Source: an optimization exercise on an open RTL-to-GDS flow (aim: small area, a short achievable clock period and few clock cycles). Production flows keep margins and buffers that such runs may drop. In this exercise RTL edits were held to simulation tests only and were not proved equivalent to the original. No activity file was given, so power comes from the tool's default toggle rates.

// uop_frontend
module uop_frontend #(
    parameter int xlen = 32
) (
    input  logic                 clk,
    input  logic                 reset,
    input  logic                 instr_valid,
    input  isa_pkg::instr_word_u instr,
    output logic                 instr_ready,
    output logic                 wb_valid,
    output uop_pkg::reg_idx_t    wb_reg,
    output logic [xlen-1:0]      wb_data
);
Size: ~5000 cells after synthesis, roughly 41000 sq um of cells after synthesis.
export LEC_CHECK = 0
export ABC_AREA = 1
export CAP_MARGIN = 20
export CORE_MARGIN = 2
export CORE_UTILIZATION = 55
export CTS_BUF_LIST = sky130_fd_sc_hd__clkbuf_4 sky130_fd_sc_hd__clkbuf_8
export SETUP_SLACK_MARGIN = 5
export SLEW_MARGIN = 20
create_clock -name core_clock -period 8.5 [get_ports {clk}]
run.sh (not shown) runs the stock make flow with config.mk's settings and CLKGATE_MAP_FILE= SYNTH_SCRIPT=/design/flow/synth_recipe.tcl, a recipe that flattens the netlist after the stock synthesis.
Testbench counts at the start, summed over its fixed seeds: cycles 15,585.
Next try:
--- a/flow/design.v
+++ b/flow/design.v
@@ -129,37 +129,34 @@
     logic [31:0] rd1, rd2;
     always_comb begin
         rd1 = {32{byp_a}} & wb_data;
         rd2 = {32{byp_b}} & wb_data;
         for (int i = 1; i < 16; i++) begin
             rd1 = rd1 | ({32{d_rs1[3:0] == 4'(i) && !wen[i]}} & rf[i]);
             rd2 = rd2 | ({32{d_rs2[3:0] == 4'(i) && !wen[i]}} & rf[i]);
         end
     end
     assign nfw_a = ex_wr && ex_rd == d_rs1[3:0] && d_rs1[3:0] != 4'd0;
     assign nfw_b = ex_wr && ex_rd == d_rs2[3:0] && d_rs2[3:0] != 4'd0 && !d_itype;
-    logic [31:0] a, b, bx, sum, lres, shin, shr, shrev, sres;
+    logic [31:0] a, b, bx, sum, lres, shl, shr, sres;
     logic        fin;                  
     assign a  = fwd_a ? wb_data : opa;
     assign b  = ({32{fwd_b}} & wb_data) | ({32{fin}} & pc) | ({32{~fwd_b & ~fin}} & opb);
     logic [32:0] sum33;
     assign bx = b ^ {32{ex_sub}};
     assign sum33 = {a, 1'b1} + {bx, ex_sub};
     assign sum = sum33[32:1];
     assign lres = ({32{ex_and}} & (a & b)) | ({32{ex_or}} & (a | b)) | ({32{ex_xor}} & (a ^ b));
-    always_comb begin
-        for (int i = 0; i < 32; i++) shin[i] = ex_sll ? a[31-i] : a[i];
-        shr = shin >> opb[4:0];
-        for (int i = 0; i < 32; i++) shrev[i] = shr[31-i];
-    end
-    assign sres = ({32{ex_sll}} & shrev) | ({32{ex_srl}} & shr);
+    assign shl = a << opb[4:0];
+    assign shr = a >> opb[4:0];
+    assign sres = ({32{ex_sll}} & shl) | ({32{ex_srl}} & shr);
     logic                negc;       
     logic [MB:0]         bsrc;       
     logic [ND-1:0]       bneg, bone, btwo;    
     logic [ND-1:0][31:0] bm;
     logic [31:0]         mask;       
     logic [5:0][31:0]    rows;
     logic                first;
     assign first = ex_step[0];
     always_comb begin
         for (int i = 0; i < 32; i++) mask[i] = ex_mbyte[i / MB];
         for (int j = 0; j < ND; j++) begin
Synthesized area rose slightly.
Hold slack degrades by 26 ps.
Die area rose slightly.
Worst setup slack is worse by 65 ps.
Final area rises slightly.
Clock skew decreases by 11 ps.
First-iteration DRC count shrinks by a few percent.
Wire length shrinks slightly.
Cell count climbs by a few percent.
Testbench counts after the change, summed over its fixed seeds: cycles 15,585.

* * *

The RTL this note starts from:
==> flow/design.v <==
package isa_pkg;
    localparam logic [6:0] opc_op     = 7'b0110011;
    localparam logic [6:0] opc_op_imm = 7'b0010011;
    localparam logic [2:0] f3_add_sub = 3'b000;
    localparam logic [2:0] f3_mul     = 3'b000;
    localparam logic [2:0] f3_sll     = 3'b001;
    localparam logic [2:0] f3_xor     = 3'b100;
    localparam logic [2:0] f3_srl_sra = 3'b101;
    localparam logic [2:0] f3_or      = 3'b110;
    localparam logic [2:0] f3_and     = 3'b111;
    localparam logic [6:0] f7_base   = 7'b0000000;
    localparam logic [6:0] f7_alt    = 7'b0100000;
    localparam logic [6:0] f7_muldiv = 7'b0000001;
    typedef struct packed {
        logic [6:0] funct7;
        logic [4:0] rs2;
        logic [4:0] rs1;
        logic [2:0] funct3;
        logic [4:0] rd;
        logic [6:0] opcode;
    } r_fmt_t;
    typedef struct packed {
        logic [11:0] imm12;
        logic [4:0]  rs1;
        logic [2:0]  funct3;
        logic [4:0]  rd;
        logic [6:0]  opcode;
    } i_fmt_t;
    typedef union packed {
        r_fmt_t r_fmt;
        i_fmt_t i_fmt;
    } instr_word_u;
endpackage
package uop_pkg;
    typedef enum logic [3:0] {
        uop_add,
        uop_sub,
        uop_and,
        uop_or,
        uop_xor,
        uop_sll,
        uop_srl,
        uop_beq,
        uop_bne,
        uop_nop
    } uop_op_t;
    typedef enum logic [1:0] {
        opk_reg,
        opk_trap_src1,
        opk_trap_src2,
        opk_trap_dst
    } operand_kind_t;
    typedef logic [4:0] reg_idx_t;
    localparam reg_idx_t reg_x0   = 5'd0;
    localparam reg_idx_t reg_tmp0 = 5'd16;
    localparam reg_idx_t reg_tmp1 = 5'd17;
    localparam reg_idx_t reg_tmp2 = 5'd18;
    localparam reg_idx_t reg_tmp3 = 5'd19;
    localparam reg_idx_t reg_tmp4 = 5'd20;
    localparam int num_arch_regs = 16;
    localparam int num_regs      = 24;
    typedef logic [4:0]        rom_addr_t;
    typedef logic signed [4:0] br_off_t;
    localparam int        ucode_rom_rows = 32;
    localparam rom_addr_t rom_ent_mul    = 5'd0;
endpackage
module uop_frontend #(
    parameter int xlen = 32
) (
    input  logic                 clk,
    input  logic                 reset,
    input  logic                 instr_valid,
    input  isa_pkg::instr_word_u instr,
    output logic                 instr_ready,
    output logic                 wb_valid,
    output uop_pkg::reg_idx_t    wb_reg,
    output logic [xlen-1:0]      wb_data
);
    localparam int MB = 8;              
    localparam int ND = MB / 2;         
    logic [31:0] rf [1:15];
    logic [31:0] opa, opb;              
    logic [31:0] ps, pc;                
    logic        ex_wr;                 
    logic        ex_mul;                
    logic        ex_cap;                
    logic [4:0]  ex_step;               
    logic [3:0]  ex_mbyte;              
    logic        ex_arith, ex_sub, ex_and, ex_or, ex_xor, ex_sll, ex_srl;
    logic        fwd_a, fwd_b;          
    logic [3:0]  ex_rd;
    logic        ready_q;
    assign instr_ready = ready_q;
    logic [31:0] w;
    assign w = instr;
    logic [6:0] d_opc, d_f7;
    logic [2:0] d_f3;
    logic [4:0] d_rd, d_rs1, d_rs2;
    assign d_opc = w[6:0];
    assign d_rd  = w[11:7];
    assign d_f3  = w[14:12];
    assign d_rs1 = w[19:15];
    assign d_rs2 = w[24:20];
    assign d_f7  = w[31:25];
    logic d_rtype, d_itype;
    logic d_add, d_sub, d_and, d_or, d_xor, d_mul, d_sll, d_srl, d_any, d_wr;
    always_comb begin
        d_rtype = d_opc == 7'b0110011 && !d_rd[4] && !d_rs1[4] && !d_rs2[4];
        d_itype = d_opc == 7'b0010011 && !d_rd[4] && !d_rs1[4];
        d_add = (d_rtype && d_f7 == 7'b0000000 && d_f3 == 3'b000) || (d_itype && d_f3 == 3'b000);
        d_sub = d_rtype && d_f7 == 7'b0100000 && d_f3 == 3'b000;
        d_and = d_rtype && d_f7 == 7'b0000000 && d_f3 == 3'b111;
        d_or  = d_rtype && d_f7 == 7'b0000000 && d_f3 == 3'b110;
        d_xor = d_rtype && d_f7 == 7'b0000000 && d_f3 == 3'b100;
        d_mul = d_rtype && d_f7 == 7'b0000001 && d_f3 == 3'b000;
        d_sll = d_itype && d_f7 == 7'b0000000 && d_f3 == 3'b001;
        d_srl = d_itype && d_f7 == 7'b0000000 && d_f3 == 3'b101;
        d_any = d_add | d_sub | d_and | d_or | d_xor | d_mul | d_sll | d_srl;
        d_wr  = d_any && d_rd[3:0] != 4'd0;
    end
    logic acc;
    assign acc = instr_valid & ready_q;
    logic [31:0] rd1, rd2;
    always_comb begin
        rd1 = '0;
        rd2 = '0;
        for (int i = 1; i < 16; i++) begin
            rd1 = rd1 | ({32{d_rs1[3:0] == 4'(i)}} & rf[i]);
            rd2 = rd2 | ({32{d_rs2[3:0] == 4'(i)}} & rf[i]);
        end
    end
    logic byp_a, byp_b;    
    logic nfw_a, nfw_b;    
    assign byp_a = wb_valid && wb_reg[3:0] == d_rs1[3:0];
    assign byp_b = wb_valid && wb_reg[3:0] == d_rs2[3:0];
    assign nfw_a = ex_wr && ex_rd == d_rs1[3:0] && d_rs1[3:0] != 4'd0;
    assign nfw_b = ex_wr && ex_rd == d_rs2[3:0] && d_rs2[3:0] != 4'd0 && !d_itype;
    logic [31:0] a, b, bx, sum, lres, shin, shr, shrev, sres;
    assign a  = fwd_a ? wb_data : opa;
    assign b  = fwd_b ? wb_data : opb;
    logic [32:0] sum33;
    assign bx = b ^ {32{ex_sub}};
    assign sum33 = {a, 1'b1} + {bx, ex_sub};
    assign sum = sum33[32:1];
    assign lres = ({32{ex_and}} & (a & b)) | ({32{ex_or}} & (a | b)) | ({32{ex_xor}} & (a ^ b));
    always_comb begin
        for (int i = 0; i < 32; i++) shin[i] = ex_sll ? a[31-i] : a[i];
        shr = shin >> opb[4:0];
        for (int i = 0; i < 32; i++) shrev[i] = shr[31-i];
    end
    assign sres = ({32{ex_sll}} & shrev) | ({32{ex_srl}} & shr);
    logic                negc;       
    logic [MB:0]         bsrc;       
    logic [ND-1:0]       bneg, bone, btwo;    
    logic [ND-1:0][31:0] bm;
    logic [31:0]         mask;       
    logic [5:0][31:0]    rows;
    logic                first;
    assign first = ex_step[0];
    always_comb begin
        for (int i = 0; i < 32; i++) mask[i] = ex_mbyte[i / MB];
        for (int j = 0; j < ND; j++) begin
            bm[j]   = (({32{bone[j]}} & opa) | ({32{btwo[j]}} & {opa[30:0], 1'b0})) ^ ({32{bneg[j]}} & mask);
            rows[j] = bm[j] << (2 * j);
        end
        for (int s = 0; s < 5; s++) begin
            for (int j = 0; j < ND - 1; j++) begin
                if (MB * s + 2 * j < 32)
                    rows[j+1][MB*s+2*j] = rows[j+1][MB*s+2*j] | (bneg[j] & ex_step[s]);
            end
            if (s > 0 && MB * s - 2 < 32)
                rows[0][MB*s-2] = rows[0][MB*s-2] | (negc & ex_step[s]);
        end
        rows[ND]   = first ? 32'd0 : ps;
        rows[ND+1] = first ? 32'd0 : pc;
    end
    logic [31:0] ms, mc;
    csa_tree6 t (.r(rows), .s(ms), .c(mc));
    logic last_step, mdone;
    assign mdone = (opb[31:MB-1] == '0 || opb[31:MB-1] == '1) && !bneg[ND-1];
    assign last_step = ex_mul && !ex_cap && mdone;
    logic [31:0] opb_ld;
    assign opb_ld = d_itype ? {{20{w[31]}}, w[31:20]} : (byp_b ? wb_data : rd2);
    always_comb begin
        if (ready_q)     bsrc = {byp_b ? wb_data[MB-1:0] : rd2[MB-1:0], 1'b0};    
        else if (ex_cap) bsrc = {fwd_b ? wb_data[MB-1:0] : opb[MB-1:0], 1'b0};
        else             bsrc = opb[2*MB-1:MB-1];
    end
    always_ff @(posedge clk) begin
        for (int j = 0; j < ND; j++) begin
            bneg[j] <= bsrc[2*j+2] & ~(bsrc[2*j+1] & bsrc[2*j]);
            bone[j] <= bsrc[2*j+1] ^ bsrc[2*j];
            btwo[j] <= (bsrc[2*j+2] & ~bsrc[2*j+1] & ~bsrc[2*j]) | (~bsrc[2*j+2] & bsrc[2*j+1] & bsrc[2*j]);
        end
    end
    always_ff @(posedge clk) begin
        if (ready_q) begin
            opa <= byp_a ? wb_data : rd1;
            opb <= opb_ld;
        end else if (ex_mul) begin
            if (ex_cap) begin
                if (fwd_a) opa <= wb_data;
                if (fwd_b) opb <= wb_data;
            end else begin
                opa <= mdone ? ms : opa << MB;
                opb <= mdone ? mc : {{MB{opb[31]}}, opb[31:MB]};
            end
        end
    end
    always_ff @(posedge clk) begin
        ps    <= ms;
        pc    <= mc;
        negc  <= bneg[ND-1];
    end
    always_ff @(posedge clk) begin
        if (reset) begin
            ex_wr   <= 1'b0;
            ex_mul  <= 1'b0;
            ex_cap  <= 1'b0;
            ready_q <= 1'b1;
        end else if (acc) begin
            ex_wr   <= d_wr;
            ex_mul  <= d_wr & d_mul;
            ex_cap  <= d_wr & d_mul & (nfw_a | nfw_b);
            ready_q <= !(d_wr & d_mul);
        end else if (ex_mul) begin
            ex_cap <= 1'b0;
            if (last_step) begin
                ex_mul  <= 1'b0;
                ready_q <= 1'b1;
            end
        end else begin
            ex_wr <= 1'b0;
        end
    end
    always_ff @(posedge clk) begin
        ex_arith <= ready_q ? (d_add | d_sub) : last_step;
        ex_sub   <= ready_q & d_sub;
        ex_and   <= ready_q & d_and;
        ex_or    <= ready_q & d_or;
        ex_xor   <= ready_q & d_xor;
        ex_sll   <= ready_q & d_sll;
        ex_srl   <= ready_q & d_srl;
        fwd_a    <= ready_q & nfw_a;
        fwd_b    <= ready_q & nfw_b;
    end
    always_ff @(posedge clk) begin
        if (ready_q) begin
            ex_rd    <= d_rd[3:0];
            ex_step  <= 5'b00001;
            ex_mbyte <= 4'b1111;
        end else if (ex_mul && !ex_cap) begin
            ex_step  <= {ex_step[3:0], 1'b0};
            ex_mbyte <= {ex_mbyte[2:0], 1'b0};
        end
    end
    always_ff @(posedge clk) begin
        if (reset) begin
            wb_valid <= 1'b0;
        end else begin
            wb_valid <= ex_wr & ~ex_mul;
        end
    end
    always_ff @(posedge clk) begin
        wb_reg  <= {1'b0, ex_rd};
        wb_data <= ({32{ex_arith}} & sum) | lres | sres;
    end
    always_ff @(posedge clk) begin
        for (int i = 1; i < 16; i++) begin
            if (wb_valid && wb_reg[3:0] == 4'(i)) rf[i] <= wb_data;
        end
    end
endmodule
module csa_row (
    input  logic [31:0] x,
    input  logic [31:0] y,
    input  logic [31:0] z,
    output logic [31:0] s,
    output logic [31:0] c
);
    logic [31:0] m;
    assign s = x ^ y ^ z;
    assign m = (x & y) | (x & z) | (y & z);
    assign c = {m[30:0], 1'b0};
endmodule
module csa_tree6 (
    input  logic [5:0][31:0] r,
    output logic [31:0] s,
    output logic [31:0] c
);
    logic [31:0] s0, c0, s1, c1, s2, c2;
    csa_row l1a (.x(r[4]), .y(r[5]), .z(r[0]), .s(s0), .c(c0));
    csa_row l1b (.x(r[1]), .y(r[2]), .z(r[3]), .s(s1), .c(c1));
    csa_row l2  (.x(s0), .y(c0), .z(s1), .s(s2), .c(c2));
    csa_row l3  (.x(s2), .y(c2), .z(c1), .s(s), .c(c));
endmodule
export LEC_CHECK = 0
export CAP_MARGIN = 20
export CORE_MARGIN = 2
export CORE_UTILIZATION = 40
export SETUP_SLACK_MARGIN = 5
export SLEW_MARGIN = 20
create_clock -name core_clock -period 8.5 [get_ports {clk}]
Testbench counts at the start, summed over its fixed seeds: cycles 15,585.
Next try:
--- a/flow/design.v
+++ b/flow/design.v
@@ -81,5 +81,5 @@
     logic [31:0] rf [1:15];
     logic [31:0] opa, opb;              
-    logic [31:0] ps, pc;                
+    logic [31:0] pc;                    
     logic        ex_wr;                 
     logic        ex_mul;                
@@ -137,6 +137,7 @@
     assign nfw_b = ex_wr && ex_rd == d_rs2[3:0] && d_rs2[3:0] != 4'd0 && !d_itype;
     logic [31:0] a, b, bx, sum, lres, shin, shr, shrev, sres;
+    logic        fin;                  
     assign a  = fwd_a ? wb_data : opa;
-    assign b  = fwd_b ? wb_data : opb;
+    assign b  = ({32{fwd_b}} & wb_data) | ({32{fin}} & pc) | ({32{~fwd_b & ~fin}} & opb);
     logic [32:0] sum33;
     assign bx = b ^ {32{ex_sub}};
@@ -172,5 +173,5 @@
                 rows[0][MB*s-2] = rows[0][MB*s-2] | (negc & ex_step[s]);
         end
-        rows[ND]   = first ? 32'd0 : ps;
+        rows[ND]   = first ? 32'd0 : wb_data;
         rows[ND+1] = first ? 32'd0 : pc;
     end
@@ -183,5 +184,5 @@
     assign opb_ld = d_itype ? {{20{w[31]}}, w[31:20]} : (byp_b ? wb_data : rd2);
     always_comb begin
-        if (ready_q)     bsrc = {byp_b ? wb_data[MB-1:0] : rd2[MB-1:0], 1'b0};    
+        if (ready_q)     bsrc = {opb_ld[MB-1:0], 1'b0};
         else if (ex_cap) bsrc = {fwd_b ? wb_data[MB-1:0] : opb[MB-1:0], 1'b0};
         else             bsrc = opb[2*MB-1:MB-1];
@@ -203,11 +204,10 @@
                 if (fwd_b) opb <= wb_data;
             end else begin
-                opa <= mdone ? ms : opa << MB;
-                opb <= mdone ? mc : {{MB{opb[31]}}, opb[31:MB]};
+                opa <= opa << MB;
+                opb <= {{MB{opb[31]}}, opb[31:MB]};
             end
         end
     end
     always_ff @(posedge clk) begin
-        ps    <= ms;
         pc    <= mc;
         negc  <= bneg[ND-1];
@@ -235,4 +235,5 @@
     end
     always_ff @(posedge clk) begin
+        fin      <= ~ready_q & last_step;
         ex_arith <= ready_q ? (d_add | d_sub) : last_step;
         ex_sub   <= ready_q & d_sub;
@@ -242,5 +243,5 @@
         ex_sll   <= ready_q & d_sll;
         ex_srl   <= ready_q & d_srl;
-        fwd_a    <= ready_q & nfw_a;
+        fwd_a    <= ready_q ? nfw_a : 1'b1;
         fwd_b    <= ready_q & nfw_b;
     end
@@ -264,5 +265,5 @@
     always_ff @(posedge clk) begin
         wb_reg  <= {1'b0, ex_rd};
-        wb_data <= ({32{ex_arith}} & sum) | lres | sres;
+        wb_data <= ({32{ex_mul & ~ex_cap}} & ms) | ({32{ex_arith}} & sum) | lres | sres;
     end
     always_ff @(posedge clk) begin
- The new run produced a clean layout
- total power shrinks by roughly a tenth
- clock skew decreases by 0.012 ns
- worst setup slack improved by 0.19 ns
- hold slack gains 0.032 ns
- utilization grows by 0.38 points
- sequential power goes down by a few percent
- die area fell slightly
- routed wire length is lower slightly
Testbench counts after the change, summed over its fixed seeds: cycles 15,585.

what the ideal ports hide:
Ports are ideal in the flow. The routed layouts listed here were re-timed in OpenROAD. Step 1 sets driving cells, clkbuf_16 on the clock port and buf_2 on the other inputs (assumed; they add their load-dependent delay and slew). Step 2 also shifts input and output timing later by t, the mid clock arrival at the registers, as if the neighbouring blocks saw the same clock. Three values: ideal, step 1, step 2; two values: the first two.
| run | t (ns) | slack for setup (ns) | worst setup path after step 2 |
|---|---|---|---|
| the first run of note 1 | 0.832 | 4.851 / 4.851 / 4.142 | input to register |
| the second run of note 1 | 0.836 | 4.785 / 4.785 / 4.242 | input to register |
| the first run of note 2 | 0.715 | 4.800 / 4.800 / 4.226 | input to register |
| the second run of note 2 | 0.702 | 4.985 / 4.917 / 4.310 | input to register |
After both steps setup and hold are still met in every run listed. The setup slack of the first run of note 1, which loses most, moves by 0.000 ns with the drivers and by -0.709 ns with both steps.
